This design comes from an exercise in tuning for small area and a short achievable clock period on the open sky130 flow, not from production work. In this exercise RTL edits were held to simulation tests only and were not proved equivalent to the original. No activity file was given, so power comes from the tool's default toggle rates.

== xenon ==
// mul_simd_top
module mul_simd_top
(
   input  logic        clk,
   input  logic        rst_n,
   input  logic        in_valid,
   input  logic [1:0]  op,
   input  logic [31:0] a,
   input  logic [31:0] b,
   output logic        out_valid,
   output logic [63:0] result
);
For scale: roughly 2100 cells after synthesis, roughly 130 I/O pins, ~0.021 sq mm of cells after synthesis.
clock: 9.5 ns
lec_check: 0
cap_margin: 20
core_margin: 2
core_utilization: 60
cts_buf_list: sky130_fd_sc_hd__clkbuf_8 sky130_fd_sc_hd__clkbuf_16
cts_cluster_diameter: 100
cts_cluster_size: 24
gpl_routability_driven: 0
slew_margin: 20
standard.sh (not shown) runs the stock make flow with config.mk's settings and CLKGATE_MAP_FILE= SYNTH_SCRIPT=/design/flow/synth_recipe.tcl, a recipe that flattens the netlist after the stock synthesis.
==> flow/flow/run.sh <==
#!/bin/bash
# Own layout flow: the standard synthesis unchanged, then
#  - (if POLARITY=1) flow/polarity.py removes inverters between full-adder
#    cells of the synthesized netlist by choosing each adder's polarity
#    (registers, ports and the function are unchanged),
#  - the standard ORFS steps with a few resizer settings changed (knobs.sh):
#    port buffers are buf cells (the default pick is a slow delay buffer),
#    the resizer may swap cells across footprints, and repair_timing aims for
#    extra setup slack.
# Each step's full output goes to a log file in this folder.
set -euo pipefail
cd "$(dirname "$0")/.."
source flow/knobs.sh
R=orfs/results/sky130hd/mul_simd_top/base
bash standard.sh synth > flow_synth.log 2>&1
if [[ "${POLARITY:-0}" == 1 ]]; then
  cp $R/1_2_yosys.v flow_synth_netlist.v
  python3 flow/polarity.py $R/1_2_yosys.v > flow_polarity.log 2>&1
  rm -f $R/1_synth.odb $R/1_synth.sdc
fi
bash standard.sh "${KNOBS[@]}" finish > flow_layout.log 2>&1
==> flow/flow/knobs.sh <==
POLARITY=1
KNOBS=(
  MATCH_CELL_FOOTPRINT=0
  "BUFFER_PORTS_ARGS=-buffer_cell sky130_fd_sc_hd__buf_2"
  SETUP_SLACK_MARGIN=5.35
)
Other scripts of this flow, unchanged in this note and not shown: flow/flow/polarity.py
xenon: done, clean on timing, DRC and antenna
### xenon -> raven
-- flow/flow/knobs.sh --
<<< xenon, line 5
  SETUP_SLACK_MARGIN=5.35
>>> raven, line 5
  SETUP_SLACK_MARGIN=5.7
## What came out
- raven vs xenon, fraction of the cycle the final worst path needs went down by 0.73 points.
- Taking xenon over raven, the non-clock buffer count ratio works out to 0.72.
- raven vs xenon: overall power up

mul_simd_top, a different RTL version from the one above (not shown whole).
Size in the first run: roughly 130 I/O pins.
export LEC_CHECK = 0
export ABC_CLOCK_PERIOD_IN_PS = 4500
export CAP_MARGIN = 20
export CORE_MARGIN = 2
export CORE_UTILIZATION = 40
export SETUP_SLACK_MARGIN = 4
export SLEW_MARGIN = 20
create_clock -name core_clock -period 9.5 [get_ports {clk}]
run.sh (not shown) runs the stock make flow with config.mk's settings and CLKGATE_MAP_FILE= SYNTH_SCRIPT=/design/flow/synth_recipe.tcl, a recipe that flattens the netlist after the stock synthesis.
Stock flow here: none of the scripts above is used.
The baseline completed without violations.
Rerun with:
Settings changed: ABC_CLOCK_PERIOD_IN_PS 4500 to unset, SETUP_SLACK_MARGIN 4 to unset.
What happened: The changed run produced a clean layout. Final area is about the same. Via count decreases slightly. Core utilization barely changes. Worst setup slack degrades by 380 ps. Non-clock buffer count fell by 1. Power stays flat. Synthesized area does not change. Routed wire length is about the same. Clock skew hardly moves.
Rerun with:
Settings changed: SETUP_SLACK_MARGIN set to 4.
Effect: The changed run completed with no timing, DRC or antenna violations. Worst setup slack gains 380 ps. Power is about the same. Cell area is about the same. Sequential share of layout area barely changes. Maximum frequency rose by 7.0%. Cell count is about the same.

== 11-11 ==
Another version of the RTL of mul_simd_top (not shown whole).
For scale: roughly 240 flip-flops, ~130 I/O pins, ~0.021 mm² of cells after synthesis.
export LEC_CHECK = 0
export CAP_MARGIN = 20
export CORE_MARGIN = 2
export CORE_UTILIZATION = 40
export SLEW_MARGIN = 20
create_clock -name core_clock -period 9.5 [get_ports {clk}]
standard.sh (not shown) runs the stock make flow with config.mk's settings and CLKGATE_MAP_FILE= SYNTH_SCRIPT=/design/flow/synth_recipe.tcl, a recipe that flattens the netlist after the stock synthesis.
==> flow/flow/run.sh <==
#!/bin/bash
# Own layout flow: the standard synthesis unchanged, then the standard ORFS
# steps with a few resizer settings changed:
#  - port buffers are buf cells (the default pick is a slow delay buffer),
#  - the resizer may swap cells across footprints,
#  - repair_timing aims for extra setup slack (see knobs.sh).
# Each step's full output goes to a log file in this folder.
set -euo pipefail
cd "$(dirname "$0")/.."
source flow/knobs.sh
bash standard.sh synth > flow_synth.log 2>&1
bash standard.sh "${KNOBS[@]}" finish > flow_layout.log 2>&1
==> flow/flow/knobs.sh <==
KNOBS=(
  MATCH_CELL_FOOTPRINT=0
  "BUFFER_PORTS_ARGS=-buffer_cell sky130_fd_sc_hd__buf_2"
  SETUP_SLACK_MARGIN=5.3
)
No stage failed in 11-11, and the final checks on the layout all came back clean.
## Diff of input files: 03-10 against 11-11
==> flow/flow/knobs.sh <==
KNOBS=(
  MATCH_CELL_FOOTPRINT=0
  "BUFFER_PORTS_ARGS=-buffer_cell sky130_fd_sc_hd__buf_2"
  SETUP_SLACK_MARGIN=5
)
Findings:
Endpoint of the most critical setup path = result[29]: 11-11; endpoint of the most critical setup path = bg1_r[3]$_DFF_P_: 03-10
In 03-10 relative to 11-11, cell area had gone down by a few percent.
Diff 03-10 and 11-11: setup slack lower in 03-10
STATUS via count of the routed design: 03-10 wins against 11-11
Relative to 11-11, 03-10 degrades final period demand of the worst path.
Synthesized netlist cell count delta (11-11 -> 03-10): insignificant

Setup of run A:
mul_simd_top, a different RTL version from the one above (not shown whole).
For scale: about 2,100 cells after synthesis, roughly 20,000 um^2 of cells after synthesis.
## mul_simd_top
module mul_simd_top
(
   input  logic        clk,
   input  logic        rst_n,
   input  logic        in_valid,
   input  logic [1:0]  op,
   input  logic [31:0] a,
   input  logic [31:0] b,
   output logic        out_valid,
   output logic [63:0] result
);
clock: 9.5 ns
lec_check: 0
cap_margin: 20
core_margin: 2
core_utilization: 60
slew_margin: 20
==> flow/flow/run.sh <==
#!/bin/bash
# Own layout flow: the standard synthesis unchanged, then
#  - (if POLARITY=1) flow/polarity.py removes inverters between full-adder
#    cells of the synthesized netlist by choosing each adder's polarity
#    (registers, ports and the function are unchanged),
#  - the standard ORFS steps with a few resizer settings changed (knobs.sh):
#    port buffers are buf cells (the default pick is a slow delay buffer),
#    the resizer may swap cells across footprints, and repair_timing aims for
#    extra setup slack.
# Each step's full output goes to a log file in this folder.
set -euo pipefail
cd "$(dirname "$0")/.."
source flow/knobs.sh
R=orfs/results/sky130hd/mul_simd_top/base
bash standard.sh synth > flow_synth.log 2>&1
if [[ "${POLARITY:-0}" == 1 ]]; then
  cp $R/1_2_yosys.v flow_synth_netlist.v
  python3 flow/polarity.py $R/1_2_yosys.v > flow_polarity.log 2>&1
  rm -f $R/1_synth.odb $R/1_synth.sdc
fi
bash standard.sh "${KNOBS[@]}" finish > flow_layout.log 2>&1
==> flow/flow/knobs.sh <==
POLARITY=1
KNOBS=(
  MATCH_CELL_FOOTPRINT=0
  "BUFFER_PORTS_ARGS=-buffer_cell sky130_fd_sc_hd__buf_2"
  SETUP_SLACK_MARGIN=5.4
)
Other scripts of this flow, unchanged in this note and not shown: flow/flow/polarity.py
## Diff of input files: run B against run A
==> flow/flow/knobs.sh <==
POLARITY=1
KNOBS=(
  MATCH_CELL_FOOTPRINT=0
  "BUFFER_PORTS_ARGS=-buffer_cell sky130_fd_sc_hd__buf_2"
  SETUP_SLACK_MARGIN=4.7
)
## What came out
On fraction of area in clock buffers and inverters, run B and run A are basically level. Looking at logic gate share of total power, run B sits 0.2 points below run A. Against run A as the reference, run B delivers a lower number of ordinary and repair buffers in the finished layout.

-- what the ideal ports hide --
How much do the figures lean on ideal ports? The routed layouts below were timed once more, with nothing changed but the port constraints. Step 1 sets driving cells, clkbuf_16 on the clock port and buf_2 on the other inputs (assumed; they add their load-dependent delay and slew). Step 2 adds t to the input delays and takes it off the output delays; t is the mean of the earliest and latest rising clock arrival at the registers after step 1. Input paths then give back, and output paths get back, about the clock's delay inside the block. a / b / c = ideal ports / drivers / drivers and shift; a / b = the first two.
run	shift t [ns]	setup slack, ns	hold slack, ns
xenon	0.576	5.453 / 5.397 / 5.322	0.367 / 0.367 / 0.367
raven	0.558	5.523 / 5.469 / 5.430	0.374 / 0.374 / 0.374
the first run of note 2	0.534	4.147 / 4.093 / 4.626	0.361 / 0.361 / 0.361
the second run of note 2	0.534	3.772 / 3.717 / 4.251	0.361 / 0.361 / 0.361
the third run of note 2	0.534	4.147 / 4.093 / 4.626	0.361 / 0.361 / 0.361
11-11	0.624	5.195 / 5.140 / 5.219	0.358 / 0.358 / 0.358
03-10	0.632	5.087 / 5.041 / 5.087	0.347 / 0.347 / 0.347
run A	0.607	5.315 / 5.262 / 5.536	0.356 / 0.356 / 0.356
run B	0.599	4.877 / 4.877 / 4.877	0.360 / 0.360 / 0.360
After both steps every run listed still meets setup and hold. For xenon, which loses most, drivers alone change the setup slack by -0.056 ns; drivers and shift together by -0.131 ns.
